From an optimization exercise on the open Yosys and OpenROAD flow, aimed at small area, a short achievable clock period and few clock cycles per item; shortcuts taken in it are not production practice. The RTL was checked by simulation tests, not by an equivalence proof against the original design.

**flow/flow/run.sh**
```bash
#!/bin/bash
# The standard layout (the standard.sh: unchanged synthesis and steps)
# with two choices of cells:
#  - port buffers: plain buf_2 instead of the clock delay buffer that
#    buffer_ports picks by default;
#  - clock tree: clkbuf_8 buffers at the leaves (clkbuf_16 at the root) and
#    no dummy loads, instead of clkbuf_16 everywhere.
set -euo pipefail
export BUFFER_PORTS_ARGS="-buffer_cell sky130_fd_sc_hd__buf_2"
export CTS_ARGS="-sink_clustering_enable -repair_clock_nets -dont_use_dummy_load -buf_list sky130_fd_sc_hd__clkbuf_8 -root_buf sky130_fd_sc_hd__clkbuf_16"
bash standard.sh > standard_sh.log 2>&1
```
**flow/standard.sh**
```bash
#!/bin/bash
# synth_recipe.tcl (not shown) runs the flow's synth.tcl, then flattens the netlist and writes it again
# the make line also repeats each setting of config.mk as NAME=value (left out here)
make -C /OpenROAD-flow-scripts/flow DESIGN_CONFIG=/design/flow/config.mk WORK_HOME=/design/flow/orfs CLKGATE_MAP_FILE= SYNTH_SCRIPT=/design/flow/synth_recipe.tcl "${@:-finish}"
```
**flow/config.mk**
```make
export PLATFORM = sky130hd
export DESIGN_NAME = cpu_top
export DESIGN_NICKNAME = cpu_top
export VERILOG_FILES = /design/flow/design.v
export SDC_FILE = /design/flow/constraint.sdc
export NUM_CORES = 4
export LEC_CHECK = 0
export ABC_AREA = 1
export CAP_MARGIN = 20
export CORE_MARGIN = 2
export CORE_UTILIZATION = 70
export SLEW_MARGIN = 20
```
**flow/constraint.sdc**
```tcl
create_clock -name core_clock -period 36.0 [get_ports {clk}]
set_input_delay 7.2000 -clock core_clock [delete_from_list [all_inputs] [get_ports {clk}]]
set_output_delay 7.2000 -clock core_clock [all_outputs]
set_load 0.01 [all_outputs]
```
**flow/design.v**
```verilog
`default_nettype none
package cpu_pkg;
    typedef enum logic [2:0] {
        ph_boot    = 3'd0,
        ph_fetch   = 3'd1,
        ph_operand = 3'd2,
        ph_execute = 3'd3,
        ph_halt    = 3'd4
    } phase_t;
    typedef enum logic [3:0] {
        op_mov  = 4'h0,
        op_add  = 4'h1,
        op_sub  = 4'h2,
        op_mul  = 4'h3,
        op_div  = 4'h4,
        op_in   = 4'h7,
        op_out  = 4'h8,
        op_stop = 4'hf
    } opcode_t;
endpackage
`default_nettype wire
`timescale 1ns/1ns
`default_nettype none
module cpu_top
(
    input  wire         clk,
    input  wire         rst_n,
    input  wire  [15:0] mem,
    input  wire  [15:0] in,
    output logic        we,
    output logic [5:0]  addr,
    output logic [15:0] data,
    output logic [15:0] out,
    output logic [5:0]  pc,
    output logic        status
);
    localparam logic [3:0] T_NONE  = 4'd0;
    localparam logic [3:0] T_INSTR = 4'd1;   
    localparam logic [3:0] T_VY    = 4'd2;   
    localparam logic [3:0] T_VZ    = 4'd3;   
    localparam logic [3:0] T_DST   = 4'd4;   
    localparam logic [3:0] T_SHOW  = 4'd5;   
    localparam logic [3:0] T_PY    = 4'd6;   
    localparam logic [3:0] T_PZ    = 4'd7;   
    localparam logic [3:0] T_PS    = 4'd8;   
    localparam logic [3:0] T_FY    = 4'd9;   
    localparam logic [3:0] T_FX    = 4'd10;  
    localparam logic [1:0] CU_NONE = 2'd0;
    localparam logic [1:0] CU_ADD  = 2'd1;
    localparam logic [1:0] CU_MUL  = 2'd2;
    localparam logic [1:0] CU_DIV  = 2'd3;
    logic [3:0]  itag;       
    logic [3:0]  mtag;       
    logic [7:0]  ir;         
    logic [15:0] ra, rb, rc;
    logic [5:0]  dest;
    logic        pend_x, pend_y, pend_z;
    logic        show_m, stop_m;
    logic        fetched;
    logic        wpend, rdy, dest_rdy;
    logic        need_y, need_z;
    logic [1:0]  cu;
    logic        sub_q;
    logic        dphase, cb;
    logic [3:0]  dk;
    logic        fy_ptr, fx_use, fx_ptr;    
    logic        st1;                       
    assign data = ra;
    logic        stale, start;
    logic        stale_q;       
    logic [15:0] ci;
    assign stale = we && (mtag == T_INSTR) && stale_q;
    assign start = (mtag == T_INSTR) && !stale && !wpend;
    assign ci    = mem;
    logic [3:0] op;
    assign op = ci[15:12];
    logic d_mov, d_add, d_sub, d_mul, d_div, d_in, d_out, d_stop, d_alu, d_yop, d_wr;
    assign d_mov  = (op == 4'h0);
    assign d_add  = (op == 4'h1);
    assign d_sub  = (op == 4'h2);
    assign d_mul  = (op == 4'h3);
    assign d_div  = (op == 4'h4);
    assign d_in   = (op == 4'h7);
    assign d_out  = (op == 4'h8);
    assign d_stop = (op == 4'hf);
    assign d_alu  = d_add | d_sub | d_mul | d_div;
    assign d_yop  = d_mov | d_alu;
    assign d_wr   = d_yop | d_in;
    logic [3:0] mt;
    always_comb begin
        case (mtag)
            T_FY:    mt = need_y ? (fy_ptr ? T_PY : T_VY) : T_NONE;
            T_FX:    mt = fx_use ? (fx_ptr ? T_PS : T_SHOW) : T_NONE;
            default: mt = mtag;
        endcase
    end
    logic deref;
    assign deref = (mt == T_PY) || (mt == T_PZ) || (mt == T_PS);
    logic       sel_x, sel_y, sel_z;
    logic [3:0] fld;
    logic [3:0] rtag;
    always_comb begin
        sel_x = 1'b0;
        sel_y = 1'b0;
        sel_z = 1'b0;
        if (stop_m) begin
            if (pend_x)      sel_x = 1'b1;
            else if (pend_y) sel_y = 1'b1;
            else             sel_z = 1'b1;
        end else begin
            if (pend_z)      sel_z = 1'b1;
            else             sel_x = 1'b1;
        end
        fld = sel_x ? {1'b0, dest[2:0]} : (sel_y ? ir[7:4] : ir[3:0]);
        if (show_m)     rtag = fld[3] ? T_PS : T_SHOW;
        else if (sel_z) rtag = fld[3] ? T_PZ : T_VZ;
        else            rtag = T_DST;
    end
    logic any_pend, rd_ok, f_ok;
    assign any_pend = pend_x | pend_y | pend_z;
    logic cu_act;
    assign cu_act = (cu != CU_NONE) && !need_y && !need_z && !rdy;
    function automatic [17:0] booth_pp(input [2:0] b, input [15:0] m);
        logic zero, two, neg;
        logic [15:0] p;
        zero = (b == 3'b000) || (b == 3'b111);
        two  = (b == 3'b011) || (b == 3'b100);
        neg  = b[2] && !(b[1] && b[0]);
        p    = zero ? 16'd0 : (two ? {m[14:0], 1'b0} : m);
        booth_pp = {1'b0, neg, neg ? ~p : p};
    endfunction
    logic [17:0] pp0, pp1;
    assign pp0 = booth_pp({ra[1:0], cb}, rb);
    assign pp1 = booth_pp(ra[3:1], rb);
    logic [15:0] t0, t1;
    logic        n0, n1;
    always_comb begin
        if (cu == CU_MUL) begin
            t0 = pp0[15:0];
            n0 = pp0[16];
            t1 = {pp1[13:0], 2'b00};
            n1 = pp1[16];
        end else begin
            t0 = sub_q ? ~rb : rb;
            n0 = sub_q;
            t1 = 16'd0;
            n1 = 1'b0;
        end
    end
    logic [16:0] sum;
    assign sum = {1'b0, rc} + {1'b0, t0} + {1'b0, t1} + {16'd0, n0} + {14'd0, n1, 2'b00};
    logic ge;
    assign ge = sum[16];
    logic b_is0, dstep, cu_done;
    assign b_is0 = (rb == 16'd0);
    assign dstep = dphase || !(ge && !rb[15]);
    always_comb begin
        case (cu)
            CU_ADD:  cu_done = 1'b1;
            CU_MUL:  cu_done = (dk == 4'd3);
            CU_DIV:  cu_done = b_is0 || (dstep && dk == 4'd0);
            default: cu_done = 1'b0;
        endcase
    end
    logic done_now;
    assign done_now = (cu_act && cu_done) || ((mt == T_VY) && (cu == CU_NONE));
    logic [3:0] it;
    always_comb begin
        case (itag)
            T_FY:    it = need_y ? (fy_ptr ? T_PY : T_VY) : T_NONE;
            T_FX:    it = fx_use ? (fx_ptr ? T_PS : T_SHOW) : T_NONE;
            default: it = itag;
        endcase
    end
    logic it_ptr;
    assign it_ptr = (it == T_PY) || (it == T_PZ) || (it == T_PS);
    logic rdy_n1, dest_n1, wr_n1;
    always_comb begin
        rdy_n1 = rdy || done_now;
        case (cu)
            CU_NONE: if (it == T_VY) rdy_n1 = 1'b1;
            CU_ADD:  if (!rdy && (!need_y || mt == T_VY) && (!need_z || mt == T_VZ))
                         rdy_n1 = 1'b1;
            CU_MUL:  if (cu_act && dk == 4'd2) rdy_n1 = 1'b1;
            CU_DIV:  if ((cu_act && !b_is0 && dstep && dk == 4'd1) ||
                         (!rdy && !cu_act && (!need_y || mt == T_VY) && (!need_z || mt == T_VZ)))
                         rdy_n1 = 1'b1;
            default: ;
        endcase
    end
    assign dest_n1 = dest_rdy || (mt == T_DST) || (it == T_DST);
    assign wr_n1   = !wpend || (rdy_n1 && dest_n1 && !it_ptr);
    assign rd_ok = !start && !deref && any_pend &&
                   !(stop_m && (it == T_PS));
    assign f_ok  = !start && !deref && !any_pend && !stop_m && wr_n1 &&
                   (!fetched || ((mtag == T_INSTR) && wpend));
    logic w_ok;
    assign w_ok = !start && !deref && !rd_ok && !f_ok && wpend &&
                  (rdy || done_now) && (dest_rdy || (mt == T_DST));
    logic [5:0] w_addr;
    assign w_addr = (mt == T_DST) ? mem[5:0] : dest;
    logic halt;
    assign halt = !start && stop_m && !any_pend && (mt != T_PS) && (itag == T_NONE);
    always_ff @(posedge clk or negedge rst_n) begin
        if (!rst_n) begin
            addr   <= 6'd8;
            pc     <= 6'd8;
            we     <= 1'b0;
            itag   <= T_NONE;
            mtag   <= T_INSTR;
            status <= 1'b0;
            out    <= 16'd0;
            wpend  <= 1'b0;
        end else begin
            mtag <= itag;
            we   <= 1'b0;
            itag <= T_NONE;
            if (mt == T_SHOW) out <= mem;
            if (stale) begin
                itag <= T_INSTR;
            end else if (start) begin
                pc    <= pc + 6'd1;
                wpend <= d_wr;
                addr  <= {3'd0, ci[15] ? ci[10:8] : ci[6:4]};
                itag  <= ci[15] ? T_FX : T_FY;
            end else if (deref) begin
                addr <= mem[5:0];
                itag <= (mt == T_PY) ? T_VY : (mt == T_PZ) ? T_VZ : T_SHOW;
            end else if (rd_ok) begin
                addr <= {3'd0, fld[2:0]};
                itag <= rtag;
            end else if (f_ok) begin
                addr <= pc;
                itag <= T_INSTR;
            end else if (w_ok) begin
                addr  <= w_addr;
                we    <= 1'b1;
                wpend <= 1'b0;
            end
            if (halt) status <= 1'b1;
        end
    end
    always_ff @(posedge clk) begin
        begin
            if (mt == T_VY) need_y <= 1'b0;
            if (mt == T_VZ) need_z <= 1'b0;
            if (mt == T_DST) dest_rdy <= 1'b1;
            if ((mt == T_VY) && (cu == CU_NONE)) rdy <= 1'b1;
            if (rd_ok) begin
                if (sel_x) pend_x <= 1'b0;
                if (sel_y) pend_y <= 1'b0;
                if (sel_z) pend_z <= 1'b0;
            end
            if ((mtag == T_INSTR) && wpend) fetched <= 1'b0;
            if (f_ok) fetched <= 1'b1;
            stale_q <= (w_addr == addr);
            if (cu_act) begin
                if (cu_done) rdy <= 1'b1;
                if (cu == CU_MUL) begin
                    cb <= ra[3];
                    dk <= dk + 4'd1;
                end
                if (cu == CU_DIV && !b_is0) begin
                    if (!dstep) begin
                        dk <= dk + 4'd1;
                    end else if (dk != 4'd0) begin
                        dk     <= dk - 4'd1;
                        dphase <= 1'b1;
                    end
                end
            end
            st1    <= start;
            if (start) begin
                fy_ptr   <= ci[7];
                fx_use   <= d_out | (d_stop & (ci[10:8] != 3'd0));
                fx_ptr   <= ci[11];
                pend_x   <= (d_wr & ci[11]);
                pend_y   <= d_stop & (ci[6:4] != 3'd0);
                pend_z   <= d_stop ? (ci[2:0] != 3'd0) : d_alu;
                show_m   <= d_out | d_stop;
                stop_m   <= d_stop;
                fetched  <= 1'b0;
                rdy      <= d_in;
                dest_rdy <= !ci[11];
                need_y   <= d_yop;
                need_z   <= d_alu;
                cu       <= (d_add | d_sub) ? CU_ADD : d_mul ? CU_MUL :
                            d_div ? CU_DIV : CU_NONE;
                sub_q    <= d_sub | d_div;
                dphase   <= 1'b0;
                dk       <= 4'd0;
                cb       <= 1'b0;
            end
        end
    end
    always_ff @(posedge clk) begin
        if (mtag == T_INSTR) ir <= mem[7:0];
        if (start) dest <= {3'd0, ci[10:8]};
        if (mt == T_DST) dest <= mem[5:0];
        if (mt == T_VY) begin
            if (cu == CU_NONE || cu == CU_MUL) ra <= mem;
            else rc <= mem;
        end
        if (mt == T_VZ) rb <= mem;
        if (cu_act) begin
            case (cu)
                CU_ADD: ra <= sum[15:0];
                CU_MUL: begin
                    ra <= {sum[3:0], ra[15:4]};
                    rc <= {4'd0, sum[15:4]};
                end
                CU_DIV: begin
                    if (!b_is0) begin
                        if (!dstep) begin
                            rb <= {rb[14:0], 1'b0};
                        end else begin
                            if (ge) rc <= sum[15:0];
                            ra <= {ra[14:0], ge};
                            if (dk != 4'd0) rb <= {1'b0, rb[15:1]};
                        end
                    end
                end
                default: ;
            endcase
        end
        if (st1 && rdy) ra <= in;              
        if (st1 && cu == CU_MUL) rc <= 16'd0;
        if (st1 && cu == CU_DIV) ra <= 16'd0;
    end
endmodule
`default_nettype wire
```
==> results by group, run 1 <==
Die
  • Core Area: 13140 µm²
  • Die Area: 14260 µm²
  • Row count: 42
  • Die X: 119.4 µm
  • IO Pins: 80
  • Initial core utilization: 0.7100
  • Chip Height: 119.4 µm

Critical path
  • Buf+Inv Stages, Crit Path: 1
  • CP max FO: 9
  • Setup CP Type: register to primary output
  • Worst setup EP type: primary output
  • Setup crit start kind: register
  • Crit-path cells: buf_2
  • WP data required: 28.80 ns
  • Crit path DAT: 1.19 ns
  • Critical-path top delay cell: dfxtp_1
  • Critical path's top delay family: flip-flops
  • Max incr delay on CP: 0.60 ns

GRT
  • Vias in the first global route: 8649
  • Global-route wire length before repair: 45810 µm
  • GRT overflow: 0
  • Total GRT Usage: 0.4129
  • Antenna violations before repair: 1
  • Largest net degree at the start of global routing: 71

CTS
  • CTS Buffer Depth: 2
  • Setup Fix Bufs, Post-CTS: 0
  • Clock latency on the worst-skew pair: 0.38 ns
  • PostCTS Resize Cnt: 0
  • Hold buffers post-CTS: 0
  • Root buffer cell: clkbuf_16
  • CTS tree: yes
  • H-Tree Depth: 4
  • Clk slew on worst S/H paths: 0.07 ns
  • TritonCTS buffer count: 17
  • CTS sink count: 125

Timing
  • Final Hold Fails: 0
  • Fin crit share: 0.2331
  • Hold WS: 0.4071 ns
  • Worst Max-Slew Pin Slew: 1.095 ns
  • Unrepaired setup endpoints after global routing: no
  • Fin. max-slew vios: 0
  • # setup viols final: 0
  • Fmax: 119.2 MHz
  • Minimum clock period: 8.392 ns
  • TNS Setup: 0 ns
  • Clock skew: 0.02635 ns
  • Max-slew headroom: 0.2694
  • Final WS setup: 27.61 ns

Synthesis
  • Avg Cell Area, Syn: 7.137 µm²
  • Ys flop type: dfxtp_1
  • Top-area cell type share of the netlist area: 0.1245
  • Mapped Area: 9328 µm²
  • Synth async-reset ratio: 0.3120
  • Count leader, synth: nand2_1
  • Yosys warnings: 1
  • Number of synthesized flops with an enable pin: 28
  • Mapped Nets: 1392
  • Yosys top cell by area: dfxtp_1
  • Post-synthesis cell count: 1307
  • Yosys cell types: 57
  • Most common library cells after synthesis: 253 x nand2_1, 167 x o21ai_0, 145 x inv_1
  • Synth top area cells: dfxtp_1 12%, nand2_1 10%, dfrtp_1 9.7%
  • #FFs+latches synth: 125
  • Sequential area share after synthesis: 0.3197

Route
  • DR pass1 iterations: 8
  • Final WL: 29250 µm
  • Via density: 6.354
  • DRC viols: 0
  • Initial drt markers: 1343
  • Detailed-route via count: 9734
  • WL per Instance: 19.09 µm
  • Antenna-violating nets left: 0

Layout
  • Antenna Diode Count: 0
  • Final nets: 1443
  • Filler Cells Inserted: 1046
  • Cell area after layout: 10030 µm²
  • Layout Area Growth over Synthesis: 7.552%
  • Layout cells sized above 1: 0.1268
  • Post-Layout Cell Count: 1532
  • Final Core Density: 0.7636

Job
  • Max Cap Violations: 0

Place
  • Area after DPL: 9787 µm²
  • DP HPWL: 21410 µm
  • Port bufs: 79
  • Cell count after placement: 1515
  • GPL Wtd Cong: 1.035
  • Dpl ws: 27.58 ns

Min path
  • Worst Hold Class: register to register

Status
  • Outcome: timing/DRC/antenna clean
## metal layers
layer,GRT usage,vias to the layer above,share of wire
met4,0.2213,2,0.059
met5,0,-,0.00038
met1,0.5609,4426,0.39
met3,0.1001,132,0.11
met2,0.6099,643,0.43
li1,-,4531,-
## sequential cells by signal (all words and copies together), names as in the netlist, 2 cells and up
signal,flops
pc,6
addr,6
ir,8
rc,16
ra,16
itag,4
dk,4
rb,16
mtag,4
cu,2
dest,6
out,16
## final cells by class
cell class	count	area, µm²	area share
clock buffers	17	245.2	0.02445
inverters	160	603.1	0.06011
multi-input cells	966	5519	0.5501
flip-flops and latches	125	2982	0.2972
well taps	176	220.2	0.02195
repair buffers	88	462.9	0.04615
## cell families (layout without fill, tap and decap cells)
family,after synthesis,count (layout),share of synthesized area
xor gates and xnor gates,26,26,0.02441
and+or+nand+nor,481,481,0.2225
buffers and inverters,216,265,0.08974
muxes,15,15,0.01677
adders and majority gates,51,51,0.08209
DFF,125,125,0.3197
AOI/OAI and AO/OA,393,393,0.2448
## cells in the final DEF (no fill, tap or decap), types with 28 or more instances in the layout
master	synthesis	layout
nand3_1	43	43
o211ai_1	41	41
dfxtp_1	58	58
edfxtp_1	28	28
o21ai_0	167	167
dfrtp_1	36	36
a21oi_1	96	96
nand2_1	253	253
buf_2	7	79
ha_1	34	34
nor2_1	116	114
inv_1	145	145
## worst register-to-register path, delay by kind of cell, from the launching register on
kind,cells,cell delay [ns]
flops,1,0.62
fa+ha+maj,4,1.60
simple gates,10,1.56
buf+inv,7,1.77
compound gates,6,1.43
## worst paths after layout
check                         from       to  slack, ns  cells after the start
setup / recovery             ra[1]  data[1]      27.61                      1
hold / removal             itag[3]  mtag[3]       0.41                      0
setup reg to reg             cu[0]    ra[6]      28.92                     27
hold reg to reg            itag[3]  mtag[3]       0.41                      0
max in group asynchronous    rst_n  out[13]      28.42                      1
min in group asynchronous    rst_n   out[8]       6.97                      1
Testbench counts, summed over its fixed seeds: cycles 28,540, instrs 5,006.
==> inputs of run 2 (changes only) <==
--- a/flow/config.mk
+++ b/flow/config.mk
@@ -10,3 +10,3 @@
 export CORE_MARGIN = 2
-export CORE_UTILIZATION = 70
+export CORE_UTILIZATION = 80
 export SLEW_MARGIN = 20
==> run 2 against run 1 <==
- still clean
- first-iteration DRC count grew 41%
- sequential cell count did not move
- core utilization rose by 11 points
- via count up 6.1%
- maximum frequency grew 0.47%
==> results by group, run 2 <==
GRT
  • Global-route wire length before repair: 47710 µm (was 45810 µm)
  • GRT overflow: 0 (unchanged)
  • Antenna violations before repair: 2 (was 1)
  • Vias in the first global route: 9359 (was 8649)
  • Largest net degree at the start of global routing: 71 (unchanged)
  • Total GRT Usage: 0.4865 (was 0.4129)

Synthesis
  • Count leader, synth: nand2_1 (unchanged)
  • Avg Cell Area, Syn: 7.137 µm² (unchanged)
  • Top-area cell type share of the netlist area: 0.1245 (unchanged)
  • Mapped Area: 9328 µm² (unchanged)
  • Sequential area share after synthesis: 0.3197 (unchanged)
  • Yosys cell types: 57 (unchanged)
  • #FFs+latches synth: 125 (unchanged)
  • Synth top area cells: dfxtp_1 12%, nand2_1 10%, dfrtp_1 9.7% (unchanged)
  • Yosys warnings: 1 (unchanged)
  • Most common library cells after synthesis: 253 x nand2_1, 167 x o21ai_0, 145 x inv_1 (unchanged)
  • Post-synthesis cell count: 1307 (unchanged)
  • Yosys top cell by area: dfxtp_1 (unchanged)
  • Mapped Nets: 1392 (unchanged)
  • Number of synthesized flops with an enable pin: 28 (unchanged)
  • Ys flop type: dfxtp_1 (unchanged)
  • Synth async-reset ratio: 0.3120 (unchanged)

Critical path
  • Critical-path top delay cell: dfxtp_1 (unchanged)
  • Setup crit start kind: register (unchanged)
  • Crit path DAT: 1.15 ns (was 1.19 ns)
  • Buf+Inv Stages, Crit Path: 1 (unchanged)
  • Worst setup EP type: primary output (unchanged)
  • Crit-path cells: buf_2 (unchanged)
  • Setup CP Type: register to primary output (unchanged)
  • CP max FO: 9 (unchanged)
  • Critical path's top delay family: flip-flops (unchanged)
  • WP data required: 28.80 ns (about the same)
  • Cells on worst reg2reg path: 27 (unchanged)
  • WP depth: 1 (unchanged)
  • Max incr delay on CP: 0.57 ns (was 0.60 ns)

Timing
  • TNS Setup: 0 ns (unchanged)
  • Hold WS: 0.4139 ns (was 0.4071 ns)
  • Fin. max-slew vios: 0 (unchanged)
  • Max-slew headroom: 0.2849 (was 0.2694)
  • Final Hold Fails: 0 (unchanged)
  • Fmax: 119.7 MHz (was 119.2 MHz)
  • Worst Max-Slew Pin Slew: 1.071 ns (was 1.095 ns)
  • Minimum clock period: 8.353 ns (was 8.392 ns)
  • # setup viols final: 0 (unchanged)
  • Fin crit share: 0.2320 (was 0.2331)
  • Unrepaired setup endpoints after global routing: no (unchanged)
  • Clock skew: 0.02490 ns (was 0.02635 ns)

Die
  • Row count: 39 (was 42)
  • Initial core utilization: 0.8169 (was 0.7100)
  • Chip Height: 112.0 µm (was 119.4 µm)
  • Core Area: 11420 µm² (was 13140 µm²)
  • IO Pins: 80 (unchanged)
  • Die Area: 12540 µm² (was 14260 µm²)
  • Die X: 112.0 µm (was 119.4 µm)

CTS
  • Hold buffers post-CTS: 0 (unchanged)
  • PostCTS Resize Cnt: 0 (unchanged)
  • CTS sink count: 125 (unchanged)
  • Setup Fix Bufs, Post-CTS: 0 (unchanged)
  • CTS tree: yes (unchanged)
  • Root buffer cell: clkbuf_16 (unchanged)
  • Clock latency on the worst-skew pair: 0.39 ns (was 0.38 ns)
  • Clk slew on worst S/H paths: 0.06 ns (was 0.07 ns)
  • CTS Buffer Depth: 2 (unchanged)
  • TritonCTS buffer count: 17 (unchanged)
  • H-Tree Depth: 4 (unchanged)

Layout
  • Area of the multi-input gates: 5523 µm² (was 5519 µm²)
  • Layout cells sized above 1: 0.1263 (was 0.1268)
  • Final nets: 1441 (was 1443)
  • Post-Layout Cell Count: 1498 (was 1532)
  • Filler Cells Inserted: 684 (was 1046)
  • Most common cell after layout, fill and taps aside: nand2_1 (unchanged)
  • FF/Latch Area: 2982 µm² (unchanged)
  • Layout Area Growth over Synthesis: 7.015% (was 7.552%)
  • Commonest cells after routing, fill and taps aside: 253 x nand2_1, 167 x o21ai_0, 145 x inv_1 (unchanged)

Route
  • DRC viols: 0 (unchanged)
  • Antenna-violating nets left: 0 (unchanged)
  • Final WL: 30460 µm (was 29250 µm)
  • Initial drt markers: 1900 (was 1343)
  • Detailed-route via count: 10330 (was 9734)
  • WL per Instance: 20.33 µm (was 19.09 µm)
  • Via density: 6.894 (was 6.354)
  • DR pass1 iterations: 9 (was 8)

Min path
  • Hold Path Depth: 0 (unchanged)
  • Worst Hold Class: register to register (unchanged)

Place
  • GPL Wtd Cong: 0.9900 (was 1.035)
  • Port bufs: 79 (unchanged)
  • DP HPWL: 21750 µm (was 21410 µm)
  • Cell count after placement: 1480 (was 1515)

Job
  • Max Cap Violations: 0 (unchanged)

Status
  • Outcome: timing/DRC/antenna clean (unchanged)
[run 2: cell types whose count changed in the layout (fill, tap and decap cells not counted)]
| cell | before | now |
|---|---|---|
| buf_4 | 9 | 7 |
| a21oi_1 | 96 | 95 |
| a21oi_2 | 3 | 4 |
| diode_2 | 0 | 1 |
[run 2: routing by layer]
metal | up-vias | GRT usage | share of wire
met4 | 0 | 0.2919 | 0.075
met2 | 952 | 0.7168 | 0.42
met5 | - | 0 | 0
li1 | 4560 | - | -
met3 | 249 | 0.1513 | 0.16
met1 | 4566 | 0.6322 | 0.35
[run 2: cell families (layout without fill, tap and decap cells)]
group | Yosys count | after routing | share of synthesized area
simple gates | 481 | 481 | 0.2225
compound gates | 393 | 393 | 0.2448
buf+inv | 216 | 263 | 0.08974
flops | 125 | 125 | 0.3197
fa+ha+maj | 51 | 51 | 0.08209
xor+xnor | 26 | 26 | 0.02441
mux | 15 | 15 | 0.01677
other cells | 0 | 1 | 0
[run 2: through the flow]
step | setup slack (ns) | utilization | area, µm²
3_3_place_gp | 27.61 | 0.8522 | 9731
2_1_floorplan | 27.86 | - | 9328
3_5_place_dp | 27.54 | 0.8525 | 9734
5_1_grt | 27.64 | 0.8740 | 9980
6_report | 27.65 | 0.8742 | 9982
4_1_cts | 27.69 | 0.8740 | 9980
[run 2: cell type report]
cell class,count,share of cell area
Clock buffer,17,0.02457
Inverter,160,0.06042
Sequential cell,125,0.2987
Multi-Input combinational cell,966,0.5533
Tap cell,143,0.01792
Timing Repair Buffer,86,0.04487
Antenna cell,1,0.0002507
[run 2: final timing paths]
kind,from,to,slack (ns)
min reg2reg,itag[3],mtag[3],0.41
min,itag[3],mtag[3],0.41
max in group asynchronous,rst_n,out[15],28.47
max,ra[1],data[1],27.65
min in group asynchronous,rst_n,addr[5],6.95
max reg2reg,cu[0],ra[12],28.85
==> inputs of run 3 (changes only) <==
--- a/flow/design.v
+++ b/flow/design.v
@@ -47,2 +47,3 @@
     localparam logic [3:0] T_FX    = 4'd10;  
+    localparam logic [3:0] T_FZ    = 4'd11;  
     localparam logic [1:0] CU_NONE = 2'd0;
@@ -88,2 +89,4 @@
     assign d_wr   = d_yop | d_in;
+    logic s_zf;
+    assign s_zf = !ci[15] && ci[3] && !ci[7];
     logic [3:0] mt;
@@ -92,2 +95,3 @@
             T_FY:    mt = need_y ? (fy_ptr ? T_PY : T_VY) : T_NONE;
+            T_FZ:    mt = need_z ? T_PZ : T_NONE;
             T_FX:    mt = fx_use ? (fx_ptr ? T_PS : T_SHOW) : T_NONE;
@@ -105,12 +109,8 @@
         sel_z = 1'b0;
-        if (stop_m) begin
-            if (pend_x)      sel_x = 1'b1;
-            else if (pend_y) sel_y = 1'b1;
-            else             sel_z = 1'b1;
-        end else begin
-            if (pend_z)      sel_z = 1'b1;
-            else             sel_x = 1'b1;
-        end
+        if (pend_y)      sel_y = 1'b1;
+        else if (pend_z) sel_z = 1'b1;
+        else             sel_x = 1'b1;
         fld = sel_x ? {1'b0, dest[2:0]} : (sel_y ? ir[7:4] : ir[3:0]);
         if (show_m)     rtag = fld[3] ? T_PS : T_SHOW;
+        else if (sel_y) rtag = fld[3] ? T_PY : T_VY;
         else if (sel_z) rtag = fld[3] ? T_PZ : T_VZ;
@@ -170,2 +170,3 @@
             T_FY:    it = need_y ? (fy_ptr ? T_PY : T_VY) : T_NONE;
+            T_FZ:    it = need_z ? T_PZ : T_NONE;
             T_FX:    it = fx_use ? (fx_ptr ? T_PS : T_SHOW) : T_NONE;
@@ -223,4 +224,4 @@
                 wpend <= d_wr;
-                addr  <= {3'd0, ci[15] ? ci[10:8] : ci[6:4]};
-                itag  <= ci[15] ? T_FX : T_FY;
+                addr  <= {3'd0, ci[15] ? ci[10:8] : (s_zf ? ci[2:0] : ci[6:4])};
+                itag  <= ci[15] ? T_FX : (s_zf ? T_FZ : T_FY);
             end else if (deref) begin
@@ -277,4 +278,4 @@
                 pend_x   <= (d_wr & ci[11]);
-                pend_y   <= d_stop & (ci[6:4] != 3'd0);
-                pend_z   <= d_stop ? (ci[2:0] != 3'd0) : d_alu;
+                pend_y   <= d_stop ? (ci[6:4] != 3'd0) : (d_yop & s_zf);
+                pend_z   <= d_stop ? (ci[2:0] != 3'd0) : (d_alu & !s_zf);
                 show_m   <= d_out | d_stop;
--- a/flow/config.mk
+++ b/flow/config.mk
@@ -10,3 +10,3 @@
 export CORE_MARGIN = 2
-export CORE_UTILIZATION = 80
+export CORE_UTILIZATION = 75
 export SLEW_MARGIN = 20
==> run 3 against run 2 <==
- worst hold slack lost 0.0023 ns
- largest cell class unchanged
- critical endpoint unchanged
- clock skew up 0.0078 ns
- setup slack gained 0.058 ns
==> results by group, run 3 <==
Status
  • Outcome: timing/DRC/antenna clean (unchanged)

Critical path
  • Setup CP Type: register to primary output (unchanged)
  • CP max FO: 9 (unchanged)
  • Critical path's top delay family: flip-flops (unchanged)
  • Max incr delay on CP: 0.53 ns (was 0.57 ns)
  • FF-to-FF Start: cu[0] (unchanged)
  • Setup crit start kind: register (unchanged)
  • Buf+Inv Stages, Crit Path: 1 (unchanged)
  • Startpoint of the worst setup timing path: ra[1] (unchanged)
  • Crit path DAT: 1.09 ns (was 1.15 ns)
  • WP data required: 28.80 ns (about the same)
  • Critical-path top delay cell: dfxtp_1 (unchanged)
  • Worst setup EP type: primary output (unchanged)
  • Crit-path cells: buf_2 (unchanged)

Min path
  • Worst Hold Class: register to register (unchanged)
  • Hold_sp: itag[2] (was itag[3])

Synthesis
  • Synth top area cells: dfxtp_1 12%, nand2_1 11%, o21ai_0 9.8% (was dfxtp_1 12%, nand2_1 10%, dfrtp_1 9.7%)
  • #FFs+latches synth: 125 (unchanged)
  • Most common library cells after synthesis: 266 x nand2_1, 183 x o21ai_0, 145 x inv_1 (was 253 x nand2_1, 167 x o21ai_0, 145 x inv_1)
  • Post-synthesis cell count: 1324 (was 1307)
  • Mapped Nets: 1409 (was 1392)
  • Number of synthesized flops with an enable pin: 28 (unchanged)
  • Yosys warnings: 1 (unchanged)
  • Yosys cell types: 56 (was 57)
  • Synth Area in Adders: 0.08229 (was 0.08209)
  • Mapped Area: 9305 µm² (was 9328 µm²)
  • Simple-Gate Fraction of Synth Area: 0.2231 (was 0.2225)
  • Top-area cell type share of the netlist area: 0.1248 (was 0.1245)
  • Sequential area share after synthesis: 0.3204 (was 0.3197)
  • Count leader, synth: nand2_1 (unchanged)
  • Xor/xnor share of the synthesized area: 0.02259 (was 0.02441)
  • Compound-cell area share of the yosys netlist: 0.2614 (was 0.2448)
  • Yosys top cell by area: dfxtp_1 (unchanged)
  • Ys flop type: dfxtp_1 (unchanged)
  • Largest family of logic cells by synthesized area: compound AO/OA/AOI/OAI gates (unchanged)
  • Avg Cell Area, Syn: 7.028 µm² (was 7.137 µm²)
  • Synth async-reset ratio: 0.3120 (unchanged)
  • Mux contribution to synthesized area: 0.002151 (was 0.01677)

CTS
  • CTS tree: yes (unchanged)
  • TritonCTS buffer count: 17 (unchanged)
  • H-Tree Depth: 4 (unchanged)
  • CTS sink count: 125 (unchanged)
  • Root buffer cell: clkbuf_16 (unchanged)
  • CTS Buffer Depth: 2 (unchanged)
  • PostCTS Resize Cnt: 0 (unchanged)
  • Setup Fix Bufs, Post-CTS: 0 (unchanged)
  • Clock latency on the worst-skew pair: 0.39 ns (about the same)
  • Hold buffers post-CTS: 0 (unchanged)
  • Clk slew on worst S/H paths: 0.07 ns (was 0.06 ns)

Route
  • WL per Instance: 19.74 µm (was 20.33 µm)
  • Initial drt markers: 1856 (was 1900)
  • DR pass1 iterations: 7 (was 9)
  • Antenna-violating nets left: 0 (unchanged)
  • DRC viols: 0 (unchanged)
  • Via density: 6.703 (was 6.894)
  • Final WL: 30450 µm (was 30460 µm)
  • Detailed-route via count: 10340 (was 10330)

GRT
  • Total GRT Usage: 0.4660 (was 0.4865)
  • Antenna violations before repair: 4 (was 2)
  • Global-route wire length before repair: 47490 µm (was 47710 µm)
  • GRT overflow: 0 (unchanged)
  • Vias in the first global route: 9235 (was 9359)
  • Largest net degree at the start of global routing: 78 (was 71)

Job
  • Max Cap Violations: 0 (unchanged)

Layout
  • Cell area after layout: 10010 µm² (was 9982 µm²)
  • Final Core Density: 0.8303 (was 0.8742)
  • Commonest cells after routing, fill and taps aside: 266 x nand2_1, 183 x o21ai_0, 145 x inv_1 (was 253 x nand2_1, 167 x o21ai_0, 145 x inv_1)
  • Layout Area Growth over Synthesis: 7.624% (was 7.015%)
  • Post-Layout Cell Count: 1542 (was 1498)
  • Most common cell after layout, fill and taps aside: nand2_1 (unchanged)
  • Final nets: 1458 (was 1441)
  • Layout cells sized above 1: 0.1138 (was 0.1263)

Place
  • Cell count after placement: 1521 (was 1480)
  • Area after DPL: 9744 µm² (was 9734 µm²)
  • Port bufs: 79 (unchanged)
  • Dpl ws: 27.45 ns (was 27.54 ns)
  • GPL Wtd Cong: 1.041 (was 0.9900)
  • DP HPWL: 22050 µm (was 21750 µm)

Die
  • Initial core utilization: 0.7715 (was 0.8169)
  • Core Area: 12060 µm² (was 11420 µm²)
  • Die Area: 13310 µm² (was 12540 µm²)
  • Row count: 40 (was 39)
  • Die X: 115.4 µm (was 112.0 µm)
  • IO Pins: 80 (unchanged)
  • Chip Height: 115.4 µm (was 112.0 µm)

Timing
  • TNS Setup: 0 ns (unchanged)
  • Clock skew: 0.03266 ns (was 0.02490 ns)
  • Minimum clock period: 8.295 ns (was 8.353 ns)
  • Worst Max-Slew Pin Slew: 0.9732 ns (was 1.071 ns)
  • Fmax: 120.6 MHz (was 119.7 MHz)
  • Fin crit share: 0.2304 (was 0.2320)
  • # setup viols final: 0 (unchanged)
  • Fin. max-slew vios: 0 (unchanged)
  • Unrepaired setup endpoints after global routing: no (unchanged)
  • Final Hold Fails: 0 (unchanged)
  • Max-slew headroom: 0.3488 (was 0.2849)
  • Final WS setup: 27.71 ns (was 27.65 ns)
[run 3: stage by stage]
| step | hold slack (ns) |
|---|---|
| after floorplan | 0.3537 |
| after global placement | 0.3734 |
| after detailed placement | 0.3918 |
| after CTS | 0.4017 |
| after global routing | 0.4109 |
| final | 0.4117 |
[run 3: path summary, 6_finish.rpt]
| check | to | slack, ns | cells past startpoint |
|---|---|---|---|
| max | data[1] | 27.71 | 1 |
| min | mtag[2] | 0.41 | 0 |
| max reg2reg | rc[1] | 29.28 | 26 |
| min reg2reg | mtag[2] | 0.41 | 0 |
| max in group asynchronous | addr[4] | 28.49 | 1 |
| min in group asynchronous | out[3] | 6.93 | 1 |
[run 3: metal layers]
layer	up-vias	part of all wire	track usage
li1	4607	-	-
met1	4560	0.35	0.5708
met2	896	0.44	0.6963
met3	271	0.13	0.1418
met4	2	0.086	0.3373
met5	-	0.00043	0
[run 3: cells by family (layout without fill, tap and decap cells)]
family          after synthesis  count (layout)
flops                       125             125
xor+xnor                     24              24
simple gates                479             479
other cells                   0               3
compound gates              428             428
mux                           2               2
fa+ha+maj                    51              51
buf+inv                     215             262
[run 3: layout make-up]
type | count | area, µm²
Multi-Input combinational cell | 984 | 5522
Tap cell | 168 | 210.2
Sequential cell | 125 | 2982
Antenna cell | 3 | 7.507
Clock buffer | 17 | 245.2
Timing Repair Buffer | 87 | 455.4
Inverter | 158 | 593.1
Fill cell | 838 | 2047
Testbench counts of run 3, summed over its fixed seeds: cycles 28,082, instrs 5,006.
==> inputs of run 4 (changes only) <==
--- a/flow/config.mk
+++ b/flow/config.mk
@@ -10,3 +10,3 @@
 export CORE_MARGIN = 2
-export CORE_UTILIZATION = 75
+export CORE_UTILIZATION = 80
 export SLEW_MARGIN = 20
==> run 4 against run 3 <==
- still clean on timing, DRC and antenna
- critical path depth increased by 4
- setup slack worse by 0.063 ns
- worst hold slack worse by 0.00068 ns
- critical endpoint is now pend_y
- highest routed layer is now met4
- non-clock buffer count decreased by 1
- synthesized cell count unchanged
- area after synthesis unchanged
- global-route usage grew 1.8 points
==> results by group, run 4 <==
Min path
  • Hold Path Depth: 0 (unchanged)
  • Hold_sp: itag[2] (unchanged)
  • Worst Hold Class: register to register (unchanged)

Route
  • DRC viols: 0 (unchanged)
  • WL per Instance: 19.91 µm (was 19.74 µm)
  • Detailed-route via count: 10310 (was 10340)
  • Final WL: 30150 µm (was 30450 µm)
  • DR pass1 iterations: 12 (was 7)
  • Via density: 6.808 (was 6.703)
  • Initial drt markers: 2272 (was 1856)
  • Antenna-violating nets left: 0 (unchanged)

Critical path
  • Crit path DAT: 8.56 ns (was 1.09 ns)
  • Worst setup EP type: register (was primary output)
  • CP max FO: 11 (was 9)
  • Setup CP Type: input pin to register (was register to primary output)
  • Cells on worst reg2reg path: 27 (was 26)
  • WP data required: 36.20 ns (was 28.80 ns)
  • FF-to-FF Start: cu[0] (unchanged)
  • Setup crit start kind: input pin (was register)
  • Startpoint of the worst setup timing path: mem[15] (was ra[1])

GRT
  • Largest net degree at the start of global routing: 78 (unchanged)
  • Antenna violations before repair: 2 (was 4)
  • Vias in the first global route: 9355 (was 9235)
  • Total GRT Usage: 0.4841 (was 0.4660)
  • GRT overflow: 0 (unchanged)
  • Global-route wire length before repair: 47930 µm (was 47490 µm)

Die
  • Core Area: 11370 µm² (was 12060 µm²)
  • Row count: 39 (was 40)
  • Initial core utilization: 0.8184 (was 0.7715)
  • Chip Height: 111.9 µm (was 115.4 µm)
  • Die X: 111.9 µm (was 115.4 µm)
  • Die Area: 12510 µm² (was 13310 µm²)
  • IO Pins: 80 (unchanged)

Timing
  • Minimum clock period: 8.358 ns (was 8.295 ns)
  • Fmax: 119.7 MHz (was 120.6 MHz)
  • Final WS setup: 27.64 ns (was 27.71 ns)
  • Clock skew: 0.04177 ns (was 0.03266 ns)
  • # setup viols final: 0 (unchanged)
  • Final Hold Fails: 0 (unchanged)
  • Worst Max-Slew Pin Slew: 1.070 ns (was 0.9732 ns)
  • Fin. max-slew vios: 0 (unchanged)
  • Fin crit share: 0.2322 (was 0.2304)
  • Max-slew headroom: 0.2839 (was 0.3488)
  • Unrepaired setup endpoints after global routing: no (unchanged)
  • TNS Setup: 0 ns (unchanged)

Synthesis
  • Yosys cell types: 56 (unchanged)
  • Yosys top cell by area: dfxtp_1 (unchanged)
  • Avg Cell Area, Syn: 7.028 µm² (unchanged)
  • Mapped Nets: 1409 (unchanged)
  • Number of synthesized flops with an enable pin: 28 (unchanged)
  • Count leader, synth: nand2_1 (unchanged)
  • Mapped Area: 9305 µm² (unchanged)
  • Post-synthesis cell count: 1324 (unchanged)
  • Synth async-reset ratio: 0.3120 (unchanged)
  • Sequential area share after synthesis: 0.3204 (unchanged)
  • Yosys warnings: 1 (unchanged)
  • Most common library cells after synthesis: 266 x nand2_1, 183 x o21ai_0, 145 x inv_1 (unchanged)
  • #FFs+latches synth: 125 (unchanged)
  • Synth top area cells: dfxtp_1 12%, nand2_1 11%, o21ai_0 9.8% (unchanged)
  • Top-area cell type share of the netlist area: 0.1248 (unchanged)
  • Ys flop type: dfxtp_1 (unchanged)

Place
  • DP HPWL: 21740 µm (was 22050 µm)
  • Port bufs: 79 (unchanged)
  • GPL Wtd Cong: 1.036 (was 1.041)
  • Dpl ws: 27.40 ns (was 27.45 ns)

CTS
  • H-Tree Depth: 4 (unchanged)
  • CTS tree: yes (unchanged)
  • Clk slew on worst S/H paths: 0.07 ns (about the same)
  • CTS Buffer Depth: 2 (unchanged)
  • Hold buffers post-CTS: 0 (unchanged)
  • TritonCTS buffer count: 17 (unchanged)
  • Setup Fix Bufs, Post-CTS: 0 (unchanged)
  • Clock latency on the worst-skew pair: 0.39 ns (about the same)
  • Root buffer cell: clkbuf_16 (unchanged)
  • CTS sink count: 125 (unchanged)
  • PostCTS Resize Cnt: 0 (unchanged)

Layout
  • Final nets: 1457 (was 1458)
  • Layout Area Growth over Synthesis: 7.100% (was 7.624%)
  • Layout cells sized above 1: 0.1124 (was 0.1138)
  • Most common cell after layout, fill and taps aside: nand2_1 (unchanged)
  • Commonest cells after routing, fill and taps aside: 266 x nand2_1, 183 x o21ai_0, 145 x inv_1 (unchanged)

Status
  • Outcome: timing/DRC/antenna clean (unchanged)

Job
  • Max Cap Violations: 0 (unchanged)
run 4: cell families after synthesis:
group,share of synthesized area
and+or+nand+nor,0.2231
buffers and inverters,0.08807
xor gates and xnor gates,0.02259
DFF,0.3204
muxes,0.002151
adders and majority gates,0.08229
AOI/OAI and AO/OA,0.2614
run 4: layout make-up:
class | count | area [µm²]
Sequential cell | 125 | 2982
Timing Repair Buffer | 86 | 447.9
Tap cell | 143 | 178.9
Antenna cell | 1 | 2.502
Clock buffer | 17 | 245.2
Multi-Input combinational cell | 984 | 5517
Inverter | 158 | 593.1
Fill cell | 698 | 1404
run 4: metrics by stage:
| step | util | std cells | cell area, µm² | hold slack, ns |
|---|---|---|---|---|
| 6_report | 0.8765 | 1514 | 9966 | 0.4110 |
| 5_1_grt | 0.8765 | 1514 | 9966 | 0.4107 |
| 4_1_cts | 0.8752 | 1512 | 9951 | 0.3900 |
| 3_3_place_gp | 0.8536 | 1495 | 9706 | 0.3756 |
| 3_5_place_dp | 0.8536 | 1495 | 9706 | 0.3727 |
| 2_1_floorplan | - | 1324 | 9305 | 0.3537 |
run 4: routing by layer:
layer  global-route usage  vias to the layer above  wire (µm)
li1                     -                     4587          -
met1               0.6038                     4489      10110
met2               0.7560                      961      13300
met3               0.1176                      271       3975
met4               0.3078                        0       2762
met5                    0                        -          0
run 4: worst paths after layout:
path                            endpoint  slack (ns)
worst min register to register   mtag[2]        0.41
min in group asynchronous        itag[1]        6.93
worst max-delay path              pend_y       27.64
worst min-delay path             mtag[2]        0.41
worst max register to register    rc[14]       28.96
max in group asynchronous        addr[2]       28.50
run 4: worst max-delay path: stages:
cell	delay (ns)
buf_2	0.19
inv_1	0.15
nor3_1	0.58
o31ai_1	0.23
a21oi_1	0.19
==> inputs of run 5 (changes only) <==
==> flow/run.sh (new file) <==
#!/bin/bash
# synth_recipe.tcl (not shown) runs the flow's synth.tcl, then flattens the netlist and writes it again
# the make line also repeats each setting of config.mk as NAME=value (left out here)
make -C /OpenROAD-flow-scripts/flow DESIGN_CONFIG=/design/flow/config.mk WORK_HOME=/design/flow/orfs CLKGATE_MAP_FILE= SYNTH_SCRIPT=/design/flow/synth_recipe.tcl finish
--- a/flow/config.mk
+++ b/flow/config.mk
@@ -10,3 +10,4 @@
 export CORE_MARGIN = 2
-export CORE_UTILIZATION = 80
+export CORE_UTILIZATION = 75
+export CTS_BUF_LIST = sky130_fd_sc_hd__clkbuf_8
 export SLEW_MARGIN = 20
removed: flow/flow/run.sh
removed: flow/standard.sh
==> run 5 against run 4 <==
- still clean on timing, DRC and antenna
- area after synthesis unchanged
- worst hold slack lost 0.0043 ns
- highest routed layer is now met5
==> results by group, run 5 <==
Timing
  • # setup viols final: 0 (unchanged)
  • Worst Max-Slew Pin Slew: 0.9885 ns (was 1.070 ns)
  • Minimum clock period: 8.844 ns (was 8.358 ns)
  • Max-slew headroom: 0.3386 (was 0.2839)
  • TNS Setup: 0 ns (unchanged)
  • Unrepaired setup endpoints after global routing: no (unchanged)
  • Final Hold Fails: 0 (unchanged)
  • Fin crit share: 0.2457 (was 0.2322)
  • Fin. max-slew vios: 0 (unchanged)
  • Clock skew: 0.01408 ns (was 0.04177 ns)
  • Fmax: 113.1 MHz (was 119.7 MHz)

Place
  • Port bufs: 79 (unchanged)
  • GPL Wtd Cong: 0.9976 (was 1.036)
  • DP HPWL: 21220 µm (was 21740 µm)
  • Cell count after placement: 1520 (was 1495)

Critical path
  • Cells on worst reg2reg path: 27 (unchanged)
  • Startpoint of the worst setup timing path: ra[1] (was mem[15])
  • R2R Setup Slk: 28.98 ns (was 28.96 ns)
  • Worst setup EP type: primary output (was register)
  • FF-to-FF Start: cu[0] (unchanged)
  • Buf+Inv Stages, Crit Path: 1 (was 2)
  • Crit path DAT: 1.64 ns (was 8.56 ns)
  • Setup CP Type: register to primary output (was input pin to register)
  • CP max FO: 9 (was 11)
  • WP depth: 1 (was 5)
  • Crit-path cells: clkdlybuf4s50_1 (was buf_2 -> inv_1 -> nor3_1 -> o31ai_1 -> a21oi_1)
  • Setup crit start kind: register (was input pin)
  • Critical-path top delay cell: clkdlybuf4s50_1 (was nor3_1)
  • Max incr delay on CP: 0.62 ns (was 0.58 ns)
  • Critical path's top delay family: buffers and inverters (was simple AND/OR/NAND/NOR gates)
  • Worst r2r dst: rc[1] (was rc[14])
  • WP data required: 28.80 ns (was 36.20 ns)

GRT
  • GRT overflow: 0 (unchanged)
  • Total GRT Usage: 0.4642 (was 0.4841)
  • Vias in the first global route: 9604 (was 9355)
  • Global-route wire length before repair: 47930 µm (unchanged)
  • Largest net degree at the start of global routing: 79 (was 78)
  • Antenna violations before repair: 1 (was 2)

CTS
  • Root buffer cell: clkbuf_8 (was clkbuf_16)
  • H-Tree Depth: 4 (unchanged)
  • Setup Fix Bufs, Post-CTS: 0 (unchanged)
  • CTS sink count: 125 (unchanged)
  • CTS Buffer Depth: 2 (unchanged)
  • PostCTS Resize Cnt: 0 (unchanged)
  • CTS tree: yes (unchanged)
  • Clock latency on the worst-skew pair: 0.49 ns (was 0.39 ns)
  • Hold buffers post-CTS: 0 (unchanged)
  • Clk slew on worst S/H paths: 0.09 ns (was 0.07 ns)
  • TritonCTS buffer count: 17 (unchanged)

Die
  • IO Pins: 80 (unchanged)
  • Core Area: 12060 µm² (was 11370 µm²)
  • Initial core utilization: 0.7715 (was 0.8184)
  • Die X: 115.4 µm (was 111.9 µm)
  • Row count: 40 (was 39)
  • Die Area: 13310 µm² (was 12510 µm²)
  • Chip Height: 115.4 µm (was 111.9 µm)

Layout
  • Post-Layout Cell Count: 1554 (was 1514)
  • Most common cell after layout, fill and taps aside: nand2_1 (unchanged)
  • Commonest cells after routing, fill and taps aside: 266 x nand2_1, 182 x o21ai_0, 149 x inv_1 (was 266 x nand2_1, 183 x o21ai_0, 145 x inv_1)
  • Layout cells sized above 1: 0.06214 (was 0.1124)
  • Final nets: 1456 (was 1457)
  • Filler Cells Inserted: 749 (was 698)
  • Layout Area Growth over Synthesis: 12.77% (was 7.100%)

Route
  • DRC viols: 0 (unchanged)
  • Initial drt markers: 2056 (was 2272)
  • DR pass1 iterations: 13 (was 12)
  • Antenna-violating nets left: 0 (unchanged)
  • Via density: 6.599 (was 6.808)
  • WL per Instance: 19.43 µm (was 19.91 µm)
  • Final WL: 30200 µm (was 30150 µm)
  • Detailed-route via count: 10260 (was 10310)

Synthesis
  • Sequential area share after synthesis: 0.3204 (unchanged)
  • Synth async-reset ratio: 0.3120 (unchanged)
  • Synth top area cells: dfxtp_1 12%, nand2_1 11%, o21ai_0 9.8% (unchanged)
  • Top-area cell type share of the netlist area: 0.1248 (unchanged)
  • Mapped Nets: 1409 (unchanged)
  • Ys flop type: dfxtp_1 (unchanged)
  • Yosys cell types: 56 (unchanged)
  • Post-synthesis cell count: 1324 (unchanged)
  • Yosys top cell by area: dfxtp_1 (unchanged)
  • Yosys warnings: 1 (unchanged)
  • Number of synthesized flops with an enable pin: 28 (unchanged)
  • Mapped Area: 9305 µm² (unchanged)
  • #FFs+latches synth: 125 (unchanged)
  • Count leader, synth: nand2_1 (unchanged)
  • Most common library cells after synthesis: 266 x nand2_1, 183 x o21ai_0, 145 x inv_1 (unchanged)
  • Avg Cell Area, Syn: 7.028 µm² (unchanged)

Min path
  • Hold_sp: itag[2] (unchanged)
  • Hold Path Depth: 0 (unchanged)
  • Sink of the worst hold path: mtag[2] (unchanged)
  • Worst Hold Class: register to register (unchanged)

Status
  • Outcome: timing/DRC/antenna clean (unchanged)

Job
  • Max Cap Violations: 0 (unchanged)
-- run 5: changes by cell type in the layout (fill, tap and decap cells not counted), sizes merged, moves of 4 or more --
cell | previous run | this run
buf | 86 | 7
clkdlybuf4s50 | 0 | 78
clkinv | 0 | 4
clkinvlp | 0 | 4
inv | 158 | 163
-- run 5: worst max path at each step --
stage,endpoint,slack (ns)
after floorplan,pend_z,27.76
after global placement,pend_y,26.98
after detailed placement,pend_y,26.96
after CTS,data[1],27.20
after global routing,addr[1],27.15
final,data[1],27.16
-- run 5: logic make-up (layout without fill, tap and decap cells) --
logic type      after synthesis  count (layout)  synth area share
buf+inv                     215             275           0.08807
other cells                   0               2                 0
simple gates                479             479            0.2231
fa+ha+maj                    51              51           0.08229
compound gates              428             428            0.2614
flops                       125             125            0.3204
xor+xnor                     24              24           0.02259
mux                           2               2          0.002151
-- run 5: layout make-up --
class / count / area, µm² / share of cell area
Inverter: 158 / 593.1 / 0.05652
Tap cell: 168 / 210.2 / 0.02003
Sequential cell: 125 / 2982 / 0.2841
Clock buffer: 18 / 247.7 / 0.02361
Antenna cell: 2 / 5.005 / 0.0004769
Timing Repair Buffer: 85 / 830.8 / 0.07917
Multi-Input combinational cell: 984 / 5517 / 0.5257
Clock inverter: 14 / 108.9 / 0.01037
-- run 5: metrics by stage --
| step | setup slack (ns) | area [µm²] | util | hold WS [ns] |
|---|---|---|---|---|
| floorplan | 27.76 | 9305 | - | 0.3537 |
| global placement | 26.98 | 10130 | 0.8396 | 0.3796 |
| detailed placement | 26.96 | 10130 | 0.8396 | 0.3791 |
| CTS | 27.20 | 10480 | 0.8692 | 0.3896 |
| global route | 27.15 | 10490 | 0.8696 | 0.4114 |
| finish | 27.16 | 10490 | 0.8700 | 0.4067 |
-- run 5: per-layer routing --
| metal | up-vias | share of wire | global-route usage |
|---|---|---|---|
| met5 | - | 0.00083 | 0 |
| met4 | 2 | 0.080 | 0.3004 |
| met3 | 247 | 0.13 | 0.1439 |
| met2 | 858 | 0.44 | 0.7189 |
| met1 | 4539 | 0.35 | 0.5605 |
| li1 | 4609 | - | - |

[separate check: timing with driven ports]
In the flow no input, the clock included, has a driving cell. The finished layouts below were timed again as built, in two steps. Step 1, drivers: a clkbuf_16 drives clk and a buf_2 each remaining input, both assumed. Step 2 also shifts input and output timing later by t, the mid clock arrival at the registers, as if the neighbouring blocks saw the same clock. Three values: ideal ports, drivers, drivers and shift; two values: the first two.
run | t (ns) | slack for setup (ns) | hold slack, ns
run 1 | 0.412 | 27.608 / 27.562 / 27.500 | 0.407 / 0.407 / 0.407
run 2 | 0.417 | 27.647 / 27.606 / 27.415 | 0.414 / 0.414 / 0.414
run 3 | 0.417 | 27.705 / 27.657 / 27.302 | 0.412 / 0.412 / 0.412
run 4 | 0.411 | 27.642 / 27.637 / 27.232 | 0.411 / 0.411 / 0.411
run 5 | 0.518 | 27.156 / 27.118 / 26.737 | 0.407 / 0.407 / 0.407
After both steps every run listed still meets setup and hold. The setup slack of run 5, which loses most, moves by -0.038 ns with the drivers and by -0.419 ns with both steps.
